Source: an optimization exercise on an open RTL-to-GDS flow (aim: small area). Production flows keep margins and buffers that such runs may drop. In this exercise RTL edits were held to simulation tests only and were not proved equivalent to the original.

run A:
==> flow/design.v <==
`timescale 1ns/1ps
module minilab_top (
  input  logic        CLOCK_50,
  input  logic        KEY,
  input  logic [9:0]  SW,
  output logic        LEDR,
  output logic [6:0]  HEX0,
  output logic [6:0]  HEX1,
  output logic [6:0]  HEX2,
  output logic [6:0]  HEX3,
  output logic [6:0]  HEX4,
  output logic [6:0]  HEX5,
  output logic        mem_read,
  output logic [31:0] mem_address,
  input  logic [63:0] mem_readdata,
  input  logic        mem_readdatavalid,
  input  logic        mem_waitrequest
);
  localparam int RW = 19;
  logic       pass;       
  logic       is_b;       
  logic [2:0] row;        
  logic       req;        
  logic       wait_rsp;   
  logic [2:0] j;          
  logic       done;
  logic capture;
  assign capture = wait_rsp && mem_readdatavalid;
  always_ff @(posedge CLOCK_50 or negedge KEY) begin
    if (!KEY) begin
      pass     <= 1'b0;
      is_b     <= 1'b1;
      row      <= 3'd0;
      req      <= 1'b0;
      wait_rsp <= 1'b0;
      j        <= 3'd0;
      done     <= 1'b0;
    end else begin
      if (req && !mem_waitrequest) begin
        req      <= 1'b0;
        wait_rsp <= 1'b1;
      end
      if (capture) begin
        wait_rsp <= 1'b0;
        if (is_b) begin
          is_b <= 1'b0;
          req  <= 1'b1;
        end else begin
          j <= 3'd1;
        end
      end
      if (j != 3'd0) j <= j + 3'd1;
      if (j == 3'd7) begin
        row <= row + 3'd1;
        if (row == 3'd7) begin
          if (pass) begin
            done <= 1'b1;
          end else begin
            pass <= 1'b1;
            is_b <= 1'b1;
            req  <= 1'b1;
          end
        end else begin
          req <= 1'b1;
        end
      end
      if (!req && !wait_rsp && is_b && !pass && j == 3'd0) req <= 1'b1;
    end
  end
  assign mem_read    = req;
  assign mem_address = is_b ? 32'd0 : {28'd0, 1'b0, row} + 32'd1;
  assign LEDR        = done;
  logic [31:0] h;
  assign h = pass ? mem_readdata[31:0] : mem_readdata[63:32];
  logic [31:0] b_q;
  always_ff @(posedge CLOCK_50) begin
    if (capture && is_b) b_q <= h;
  end
  logic [3:0] a_q [7];
  always_ff @(posedge CLOCK_50) begin
    for (int m = 0; m < 6; m++) begin
      if (j == 3'd0) a_q[m] <= h[27-4*m -: 4];
      else           a_q[m] <= a_q[m+1];
    end
    a_q[6] <= h[3:0];
  end
  logic [3:0] op_a;
  logic [7:0] op_b;
  logic       hi;
  assign op_a = (j == 3'd0) ? h[31:28] : a_q[0];
  assign op_b = b_q[31 - 8*j[2:1] -: 8];
  assign hi   = !j[0];
  logic [RW-1:0] res [8];
  logic [2:0]    sel_idx;
  logic [RW-1:0] sel;
  logic [RW-1:0] base;
  logic [RW-1:0] sum;
  logic [11:0]   prod;
  logic [15:0]   addend;
  logic          we;
  assign sel_idx = done ? SW[3:1] : row;
  assign sel     = res[sel_idx];
  assign base    = (!pass && j == 3'd0) ? '0 : sel;
  assign prod    = op_a * op_b;
  assign addend = hi ? {prod, 4'd0} : {4'd0, prod};
  assign sum     = base + RW'(addend);
  assign we      = (capture && !is_b) || (j != 3'd0);
  always_ff @(posedge CLOCK_50) begin
    for (int i = 0; i < 8; i++) begin
      if (we && row == 3'(i)) res[i] <= sum;
    end
  end
  function automatic logic [6:0] seg_of(input logic [3:0] nib);
    case (nib)
      4'h0:    seg_of = 7'b1000000;
      4'h1:    seg_of = 7'b1111001;
      4'h2:    seg_of = 7'b0100100;
      4'h3:    seg_of = 7'b0110000;
      4'h4:    seg_of = 7'b0011001;
      4'h5:    seg_of = 7'b0010010;
      4'h6:    seg_of = 7'b0000010;
      4'h7:    seg_of = 7'b1111000;
      4'h8:    seg_of = 7'b0000000;
      4'h9:    seg_of = 7'b0011000;
      4'ha:    seg_of = 7'b0001000;
      4'hb:    seg_of = 7'b0000011;
      4'hc:    seg_of = 7'b1000110;
      4'hd:    seg_of = 7'b0100001;
      4'he:    seg_of = 7'b0000110;
      default: seg_of = 7'b0001110;
    endcase
  endfunction
  logic        show;
  logic [23:0] shown;
  assign show  = done && SW[0];
  assign shown = {5'd0, sel};
  assign HEX0 = show ? seg_of(shown[3:0])   : 7'b1111111;
  assign HEX1 = show ? seg_of(shown[7:4])   : 7'b1111111;
  assign HEX2 = show ? seg_of(shown[11:8])  : 7'b1111111;
  assign HEX3 = show ? seg_of(shown[15:12]) : 7'b1111111;
  assign HEX4 = show ? seg_of(shown[19:16]) : 7'b1111111;
  assign HEX5 = show ? seg_of(shown[23:20]) : 7'b1111111;
endmodule
Settings: LEC_CHECK=0, CAP_MARGIN=20, CORE_MARGIN=2, CORE_UTILIZATION=40, GPL_TIMING_DRIVEN=0, SLEW_MARGIN=20; clock period 8.0 ns.
run.sh (not shown) runs the stock make flow with config.mk's settings and CLKGATE_MAP_FILE= SYNTH_SCRIPT=/design/flow/synth_recipe.tcl, a recipe that flattens the netlist after the stock synthesis.
#### Input delta (run B over run A)
==> flow/flow/run.sh (new file) <==
#!/bin/bash
# Layout flow: the standard flow (standard.sh) with these changes:
#  - synthesis maps logic with an area-oriented ABC script (flow/area.abc),
#    without ORFS's half/full-adder extraction, Kogge-Stone adder map or pass-through output
#    buffers (flow/my_synth.tcl); registers are mapped
#    exactly as in the standard synthesis;
#  - port buffers use the smallest buffer cell;
#  - clock tree: clkbuf_8 leaf clusters, no dummy loads.
# Each tool's output goes to flow_run.log (make) and ORFS's own logs.
set -euo pipefail
HERE=$(pwd)
sed "s|SYNTH_SCRIPT=[^ ]*|SYNTH_SCRIPT=$HERE/flow/my_synth.tcl|" standard.sh > my_standard.sh
export BUFFER_PORTS_ARGS="-buffer_cell sky130_fd_sc_hd__buf_1"
export CTS_ARGS="-sink_clustering_enable -repair_clock_nets -dont_use_dummy_load -buf_list sky130_fd_sc_hd__clkbuf_8 -sink_clustering_size 16 -sink_clustering_max_diameter 60"
export MY_ABC_SCRIPT=$HERE/flow/area.abc
bash my_standard.sh ADDER_MAP_FILE= SYNTH_OPERATIONS_ARGS=-noshare SYNTH_INSBUF=0 finish > flow_run.log 2>&1
==> flow/flow/area.abc (new file) <==
strash
&get -n
&fraig -x
&put
dc2
strash
dch -f
amap -m -F 5 -A 10
==> flow/flow/my_synth.tcl (new file) <==
# synth_recipe.tcl with an area-oriented ABC mapping: the default yosys ABC
# script in place of ORFS's speed script. Everything else (front end,
# register mapping, flatten and renames) is the same as the standard flow's.
proc synth {args} { yosys synth -nofsm -noshare {*}$args }
proc abc {args} {
  set keep {}
  set i 0
  while {$i < [llength $args]} {
    set a [lindex $args $i]
    if {$a eq "-script" || $a eq "-constr" || $a eq "-D"} {
      incr i 2
      continue
    }
    lappend keep $a
    incr i
  }
  if {[info exists ::env(MY_ABC_D)] && $::env(MY_ABC_D) ne ""} {
    lappend keep -D $::env(MY_ABC_D)
  }
  if {[info exists ::env(MY_ABC_SCRIPT)] && $::env(MY_ABC_SCRIPT) ne ""} {
    lappend keep -script $::env(MY_ABC_SCRIPT)
  }
  yosys abc {*}$keep
}
source $::env(SCRIPTS_DIR)/synth.tcl
# left out here: clear keep_hierarchy, flatten, clean up, hide names made inside functions, write 1_2_yosys.v
==> flow/standard.sh (new file) <==
#!/bin/bash
# synth_recipe.tcl (not shown) runs the flow's synth.tcl, then flattens the netlist and writes it again
# the make line also repeats each setting of config.mk as NAME=value (left out here)
make -C /OpenROAD-flow-scripts/flow DESIGN_CONFIG=/design/flow/config.mk WORK_HOME=/design/flow/orfs CLKGATE_MAP_FILE= SYNTH_SCRIPT=/design/flow/synth_recipe.tcl "${@:-finish}"
removed: flow/run.sh
Run A → run B: global-route wire length before repair dropped about 18%; clock network contribution to total cell area dropped 2.3 points; logic depth of the worst register-to-register path climbed 19; CTS buffer count dropped 4.
Of the two values seen for last element of the critical path, res[1][18]$_DFFE_PP_ was produced by run A and res[4][18]$_DFFE_PP_ by run B.
Taking run A as the reference, in run B total placed cells including tap cells fell 219; sequential share of layout area rose 11 points; via count of the first global-routing pass fell 1320.
Changes in run C relative to run B:
# run B
export LEC_CHECK = 0
export CAP_MARGIN = 20
export CORE_MARGIN = 2
export CORE_UTILIZATION = 40
export GPL_TIMING_DRIVEN = 0
export SLEW_MARGIN = 20
create_clock -name core_clock -period 8.0 [get_ports {CLOCK_50}]
# run C
export LEC_CHECK = 0
export CAP_MARGIN = 20
export CORE_MARGIN = 2
export CORE_UTILIZATION = 40
export CTS_BUF_LIST = sky130_fd_sc_hd__clkbuf_2 sky130_fd_sc_hd__clkbuf_4 sky130_fd_sc_hd__clkbuf_8
export GPL_TIMING_DRIVEN = 0
export SLEW_MARGIN = 20
create_clock -name core_clock -period 8.0 [get_ports {CLOCK_50}]
==> flow/run.sh (new file) <==
#!/bin/bash
# synth_recipe.tcl (not shown) runs the flow's synth.tcl, then flattens the netlist and writes it again
# the make line also repeats each setting of config.mk as NAME=value (left out here)
make -C /OpenROAD-flow-scripts/flow DESIGN_CONFIG=/design/flow/config.mk WORK_HOME=/design/flow/orfs CLKGATE_MAP_FILE= SYNTH_SCRIPT=/design/flow/synth_recipe.tcl finish
removed: flow/flow/run.sh
removed: flow/flow/area.abc
removed: flow/flow/my_synth.tcl
removed: flow/standard.sh
Findings:
- | proportion of cell area spent on the clock network | run C vs run B | 2.6 points higher |
- Against run B, post-route non-filler standard cell count in run C rose by more than 10%.
- Per the comparison of run C with run B, via count increased 985, tap cell instance count rose 66, non-clock buffer count climbed 37%.
- In the tables for run C and run B, number of cells traversed by the worst hold path reads lower with run C.
- Run C vs run B: instance count on the critical path down by more than a quarter
- Looking at worst setup path startpoint, the j[1]$_DFFE_PN0P_ result is from run C; the SW[3] one comes from run B.
[inputs] run D vs run C
# run C
export LEC_CHECK = 0
export CAP_MARGIN = 20
export CORE_MARGIN = 2
export CORE_UTILIZATION = 40
export CTS_BUF_LIST = sky130_fd_sc_hd__clkbuf_2 sky130_fd_sc_hd__clkbuf_4 sky130_fd_sc_hd__clkbuf_8
export GPL_TIMING_DRIVEN = 0
export SLEW_MARGIN = 20
create_clock -name core_clock -period 8.0 [get_ports {CLOCK_50}]
# run D
export LEC_CHECK = 0
export CAP_MARGIN = 20
export CORE_MARGIN = 2
export CORE_UTILIZATION = 40
export GPL_TIMING_DRIVEN = 0
export SLEW_MARGIN = 20
create_clock -name core_clock -period 8.0 [get_ports {CLOCK_50}]
==> flow/flow/run.sh (new file) <==
#!/bin/bash
cp standard.sh standard_sh_copy.log
cp config.mk config_copy.log
export BUFFER_PORTS_ARGS="-buffer_cell sky130_fd_sc_hd__buf_1"
export CTS_ARGS="-sink_clustering_enable -repair_clock_nets -dont_use_dummy_load"
bash standard.sh > standard_run.log 2>&1
==> flow/standard.sh (new file) <==
#!/bin/bash
# synth_recipe.tcl (not shown) runs the flow's synth.tcl, then flattens the netlist and writes it again
# the make line also repeats each setting of config.mk as NAME=value (left out here)
make -C /OpenROAD-flow-scripts/flow DESIGN_CONFIG=/design/flow/config.mk WORK_HOME=/design/flow/orfs CLKGATE_MAP_FILE= SYNTH_SCRIPT=/design/flow/synth_recipe.tcl "${@:-finish}"
removed: flow/run.sh
Results
- Compared with run C, run D shows area growth from synthesis to layout lower by 6.9 points.
- When run D is measured against run C, its number of nets in the finished design turns out about 0.9% lower.
- Design area ended up 5.7% lower on run D than on run C.
- Cmp run D and run C / first-iteration DRC count / higher: run C
- Sort run D and run C by final weighted congestion in routability-driven placement, descending, and run C comes first.
- The fraction of area in multi-input gates of run D is higher than that of run C.
- Compared run D against run C; synthesized cell count within noise.

## what the ideal ports hide
The flow's constraints put no driver on any port. The routed layouts listed below were extracted and timed again, unchanged, in two steps. Step 1 (the two cells are an assumption about what drives the block):
set clk [get_ports {CLOCK_50}]
set_driving_cell -lib_cell sky130_fd_sc_hd__clkbuf_16 $clk
set_driving_cell -lib_cell sky130_fd_sc_hd__buf_2 [delete_from_list [all_inputs] $clk]
Step 2, shift: input delay + t, output delay - t, t = (earliest + latest rising clock arrival at the registers) / 2. This alone moves slack from input paths to output paths. a / b / c = ideal / step 1 / step 2; a / b = the first two.
run | shift t [ns] | setup WS [ns] | worst setup path after step 2 | cell pins on the clock port's net
run A | 0.546 | 0.575 / 0.575 / 0.098 | input to register | 1
run B | 0.557 | 0.639 / 0.655 / 0.097 | input to register | 1
run C | 0.568 | 0.564 / 0.564 / 0.059 | input to register | 1
run D | 0.534 | 0.724 / 0.724 / 0.480 | input to register | 1
After both steps setup and hold are still met in every run listed. The setup slack of run B, which loses most, moves by +0.016 ns with the drivers and by -0.542 ns with both steps.
